Context: an optimization exercise on an open-source flow, tuned for small area. The choices shown serve that exercise and are no tape-out recipe. Power is estimated from default activity; no workload was simulated.

==> module syncFifo, before the edit <==
module syncFifo #(
  parameter int WORD_W     = 8,
  parameter int DEPTH      = 8,
  parameter int CNT_W      = 4,
  parameter bit GUARD_PUSH = 1'b1,   
  parameter bit GUARD_POP  = 1'b1    
) (
  input  logic              CLK,
  input  logic              arstN,
  input  logic              push,
  input  logic [WORD_W-1:0] pushData,
  input  logic              pop,
  output logic [WORD_W-1:0] popData,
  output logic [CNT_W-1:0]  count,
  output logic              empty,
  output logic              full
);
  logic [DEPTH-1:0][WORD_W-1:0] mem;
  logic [DEPTH-1:0]             sel;
  logic                         doPush;
  logic                         doPop;
  assign empty  = (count == '0);
  assign full   = count[CNT_W-1];
  assign doPush = GUARD_PUSH ? (push && !full) : push;
  assign doPop  = GUARD_POP ? (pop && !empty) : pop;
  always_comb begin
    sel = '0;
    for (int k = 1; k <= DEPTH; k++) begin
      if (count == CNT_W'(k)) begin
        sel = DEPTH'(1 << (k - 1));
      end
    end
  end
  for (genvar i = 0; i < DEPTH; i++) begin : gEntry
    fifoRow #(.WORD_W(WORD_W)) row_i (
      .CLK(CLK), .load(doPush), .keep(!doPush),
      .d((i == 0) ? pushData : mem[(i == 0) ? 0 : i-1]), .q(mem[i])
    );
  end
  fifoReadMux #(.WORD_W(WORD_W), .DEPTH(DEPTH)) readMux_i (
    .sel(sel), .mem(mem), .data(popData)
  );
  always_ff @(posedge CLK or negedge arstN) begin
    if (!arstN) begin
      count <= '0;
    end else begin
      for (int k = 0; k <= DEPTH; k++) begin
        if (count == CNT_W'(k)) begin
          if (doPush && !doPop) begin
            count <= CNT_W'(k + 1);
          end else if (doPop && !doPush) begin
            count <= CNT_W'(k - 1);
          end
        end
      end
    end
  end
endmodule
==> module flowCtrlFsm, before the edit <==
module flowCtrlFsm #(
  parameter int DEPTH = 8,
  parameter int CNT_W = 4
) (
  input  logic                                      CLK,
  input  logic                                      arstN,
  input  logic                                      init,
  input  flowCtrlPkg::chMask_t                      inEmpty,
  input  flowCtrlPkg::chMask_t                      outFull,
  input  logic [flowCtrlPkg::NUM_CH-1:0][CNT_W-1:0] outCount,
  input  logic [CNT_W-1:0]                          lowThreshIn,
  input  logic [CNT_W-1:0]                          highThreshIn,
  output flowCtrlPkg::chMask_t                      outPaused,
  output logic                                      arbEnable,
  output logic                                      initBusy,
  output logic                                      idle,
  output flowCtrlPkg::chMask_t                      stbPause,
  output flowCtrlPkg::chMask_t                      stbContinue,
  output flowCtrlPkg::chMask_t                      error,
  output flowCtrlPkg::fsmState_e                    state
);
  flowCtrlPkg::fsmState_e nextState;
  flowCtrlPkg::chMask_t   almostFull;
  flowCtrlPkg::chMask_t   almostEmpty;
  flowCtrlPkg::chMask_t   afPrev;
  flowCtrlPkg::chMask_t   aePrev;
  flowCtrlPkg::chMask_t   pausedQ;
  flowCtrlPkg::chMask_t   pauseRise;
  flowCtrlPkg::chMask_t   contRise;
  logic [CNT_W-1:0]       lowThresh;
  logic [CNT_W-1:0]       highThresh;
  logic                   eventsOn;
  logic                   runNext;
  function automatic logic geq(input logic [CNT_W-1:0] a, input logic [CNT_W-1:0] b);
    logic r;
    r = 1'b1;
    for (int i = 0; i < CNT_W; i++) begin
      r = (a[i] & ~b[i]) | ((a[i] | ~b[i]) & r);
    end
    geq = r;
  endfunction
  always_comb begin
    for (int d = 0; d < flowCtrlPkg::NUM_CH; d++) begin
      almostFull[d]  = geq(outCount[d], highThresh);
      almostEmpty[d] = geq(lowThresh, outCount[d]);
    end
  end
  assign eventsOn = (state == flowCtrlPkg::stActive) || (state == flowCtrlPkg::stPause) ||
                    (state == flowCtrlPkg::stContinue);
  assign arbEnable = eventsOn || (state == flowCtrlPkg::stIdle);
  assign runNext = (nextState == flowCtrlPkg::stIdle) || (nextState == flowCtrlPkg::stActive) ||
                   (nextState == flowCtrlPkg::stPause) || (nextState == flowCtrlPkg::stContinue);
  assign initBusy = (state == flowCtrlPkg::stInit);
  assign pauseRise = eventsOn ? (almostFull & ~afPrev & ~pausedQ) : '0;
  assign contRise  = eventsOn ? (almostEmpty & ~aePrev & pausedQ) : '0;
  assign outPaused = pausedQ;
  always_comb begin
    nextState = state;
    case (state)
      flowCtrlPkg::stReset: begin
        nextState = flowCtrlPkg::stInit;
      end
      flowCtrlPkg::stInit: begin
        if (!init) begin
          nextState = flowCtrlPkg::stIdle;
        end
      end
      flowCtrlPkg::stIdle: begin
        if (|outFull) begin
          nextState = flowCtrlPkg::stError;
        end else if (!(&inEmpty)) begin
          nextState = flowCtrlPkg::stActive;
        end
      end
      flowCtrlPkg::stActive, flowCtrlPkg::stPause, flowCtrlPkg::stContinue: begin
        if (|outFull) begin
          nextState = flowCtrlPkg::stError;
        end else if (|pauseRise) begin
          nextState = flowCtrlPkg::stPause;
        end else if (|contRise) begin
          nextState = flowCtrlPkg::stContinue;
        end else begin
          nextState = flowCtrlPkg::stActive;
        end
      end
      flowCtrlPkg::stError: begin
        nextState = flowCtrlPkg::stError;
      end
      default: begin
        nextState = flowCtrlPkg::stReset;
      end
    endcase
  end
  always_ff @(posedge CLK or negedge arstN) begin
    if (!arstN) begin
      state       <= flowCtrlPkg::stReset;
      stbPause    <= '0;
      stbContinue <= '0;
      pausedQ     <= '0;
      error       <= '0;
      afPrev      <= '0;
      aePrev      <= '0;
      idle        <= 1'b0;
      lowThresh   <= '0;
      highThresh  <= CNT_W'(DEPTH);
    end else begin
      state       <= nextState;
      stbPause    <= pauseRise;
      stbContinue <= contRise;
      pausedQ     <= (pausedQ & ~contRise) | pauseRise;
      error       <= error | outFull;
      idle        <= runNext && (&inEmpty);
      afPrev      <= eventsOn ? almostFull : '0;
      aePrev      <= eventsOn ? almostEmpty : '0;
      if (state == flowCtrlPkg::stInit) begin
        lowThresh  <= lowThreshIn;
        highThresh <= (highThreshIn > CNT_W'(DEPTH)) ? CNT_W'(DEPTH) : highThreshIn;
      end
    end
  end
endmodule
Settings: LEC_CHECK=0, CAP_MARGIN=20, CORE_MARGIN=2, CORE_UTILIZATION=40, SLEW_MARGIN=20, SYNTH_HIERARCHICAL=1, SYNTH_MINIMUM_KEEP_SIZE=0; clock period 5.0 ns.
run.sh (not shown) runs the stock make flow with config.mk's settings and CLKGATE_MAP_FILE= SYNTH_SCRIPT=/design/flow/synth_recipe.tcl, a recipe that flattens the netlist after the stock synthesis.
==> next run, changes <==
--- a/flow/design.v
+++ b/flow/design.v
@@ -32,4 +32,5 @@
 );
   logic [DEPTH-1:0][WORD_W-1:0] mem;
+  logic [DEPTH-1:0]             hold;
   logic [DEPTH-1:0]             sel;
   logic                         doPush;
@@ -39,15 +40,19 @@
   assign doPush = GUARD_PUSH ? (push && !full) : push;
   assign doPop  = GUARD_POP ? (pop && !empty) : pop;
+  logic [DEPTH-1:0] valid;
   always_comb begin
-    sel = '0;
+    valid = '0;
+    sel   = '0;
     for (int k = 1; k <= DEPTH; k++) begin
       if (count == CNT_W'(k)) begin
-        sel = DEPTH'(1 << (k - 1));
+        valid = DEPTH'((1 << k) - 1);
+        sel   = DEPTH'(1 << (k - 1));
       end
     end
   end
   for (genvar i = 0; i < DEPTH; i++) begin : gEntry
+    assign hold[i] = !doPush && valid[i];
     fifoRow #(.WORD_W(WORD_W)) row_i (
-      .CLK(CLK), .load(doPush), .keep(!doPush),
+      .CLK(CLK), .load(doPush), .keep(hold[i]),
       .d((i == 0) ? pushData : mem[(i == 0) ? 0 : i-1]), .q(mem[i])
     );
@@ -210,9 +215,11 @@
       stbPause    <= pauseRise;
       stbContinue <= contRise;
-      pausedQ     <= (pausedQ & ~contRise) | pauseRise;
+      pausedQ     <= (pausedQ | pauseRise) & ~contRise;
       error       <= error | outFull;
       idle        <= runNext && (&inEmpty);
-      afPrev      <= eventsOn ? almostFull : '0;
-      aePrev      <= eventsOn ? almostEmpty : '0;
+      if (eventsOn) begin
+        afPrev <= almostFull;
+        aePrev <= almostEmpty;
+      end
       if (state == flowCtrlPkg::stInit) begin
         lowThresh  <= lowThreshIn;
The new run ran to the end with no violations. Combinational power goes up to 9.8 times its value. Register-to-register slack gains 60 ps. Critical path depth is higher by 3. Total power rose by about a fifth. Clock-buffer cell count decreases by 7. Sequential cell count does not change. Area after synthesis increases by a few percent. Die area grows by a few percent. Setup slack improved by 56 ps. Wire length rises by a few percent. Final area increases by a few percent.
No run of this note included a check of the RTL's function; only the layout flow was run.

afterwards: timing with drivers on the ports:
The results above use ideal ports. As a check the final layouts listed here were re-extracted and re-timed, cells and wires unchanged. Step 1, drivers: a clkbuf_16 drives CLK and a buf_2 each remaining input, both assumed. Step 2 also shifts input and output timing later by t, the mid clock arrival at the registers, as if the neighbouring blocks saw the same clock. Slacks: ideal ports / drivers / drivers and shift; pairs: ideal ports / drivers.
run	t, ns	setup slack, ns	latest minus earliest clock arrival (ns)	slew at the worst register clock pin (ns)	cell pins on the clock port's net
the first run	0.649	0.270 / 0.270 / 0.270	0.020 / 0.021	0.07 / 0.07	1
the second run	0.674	0.326 / 0.326 / 0.326	0.026 / 0.026	0.07 / 0.07	1
After both steps every run listed still meets setup and hold.
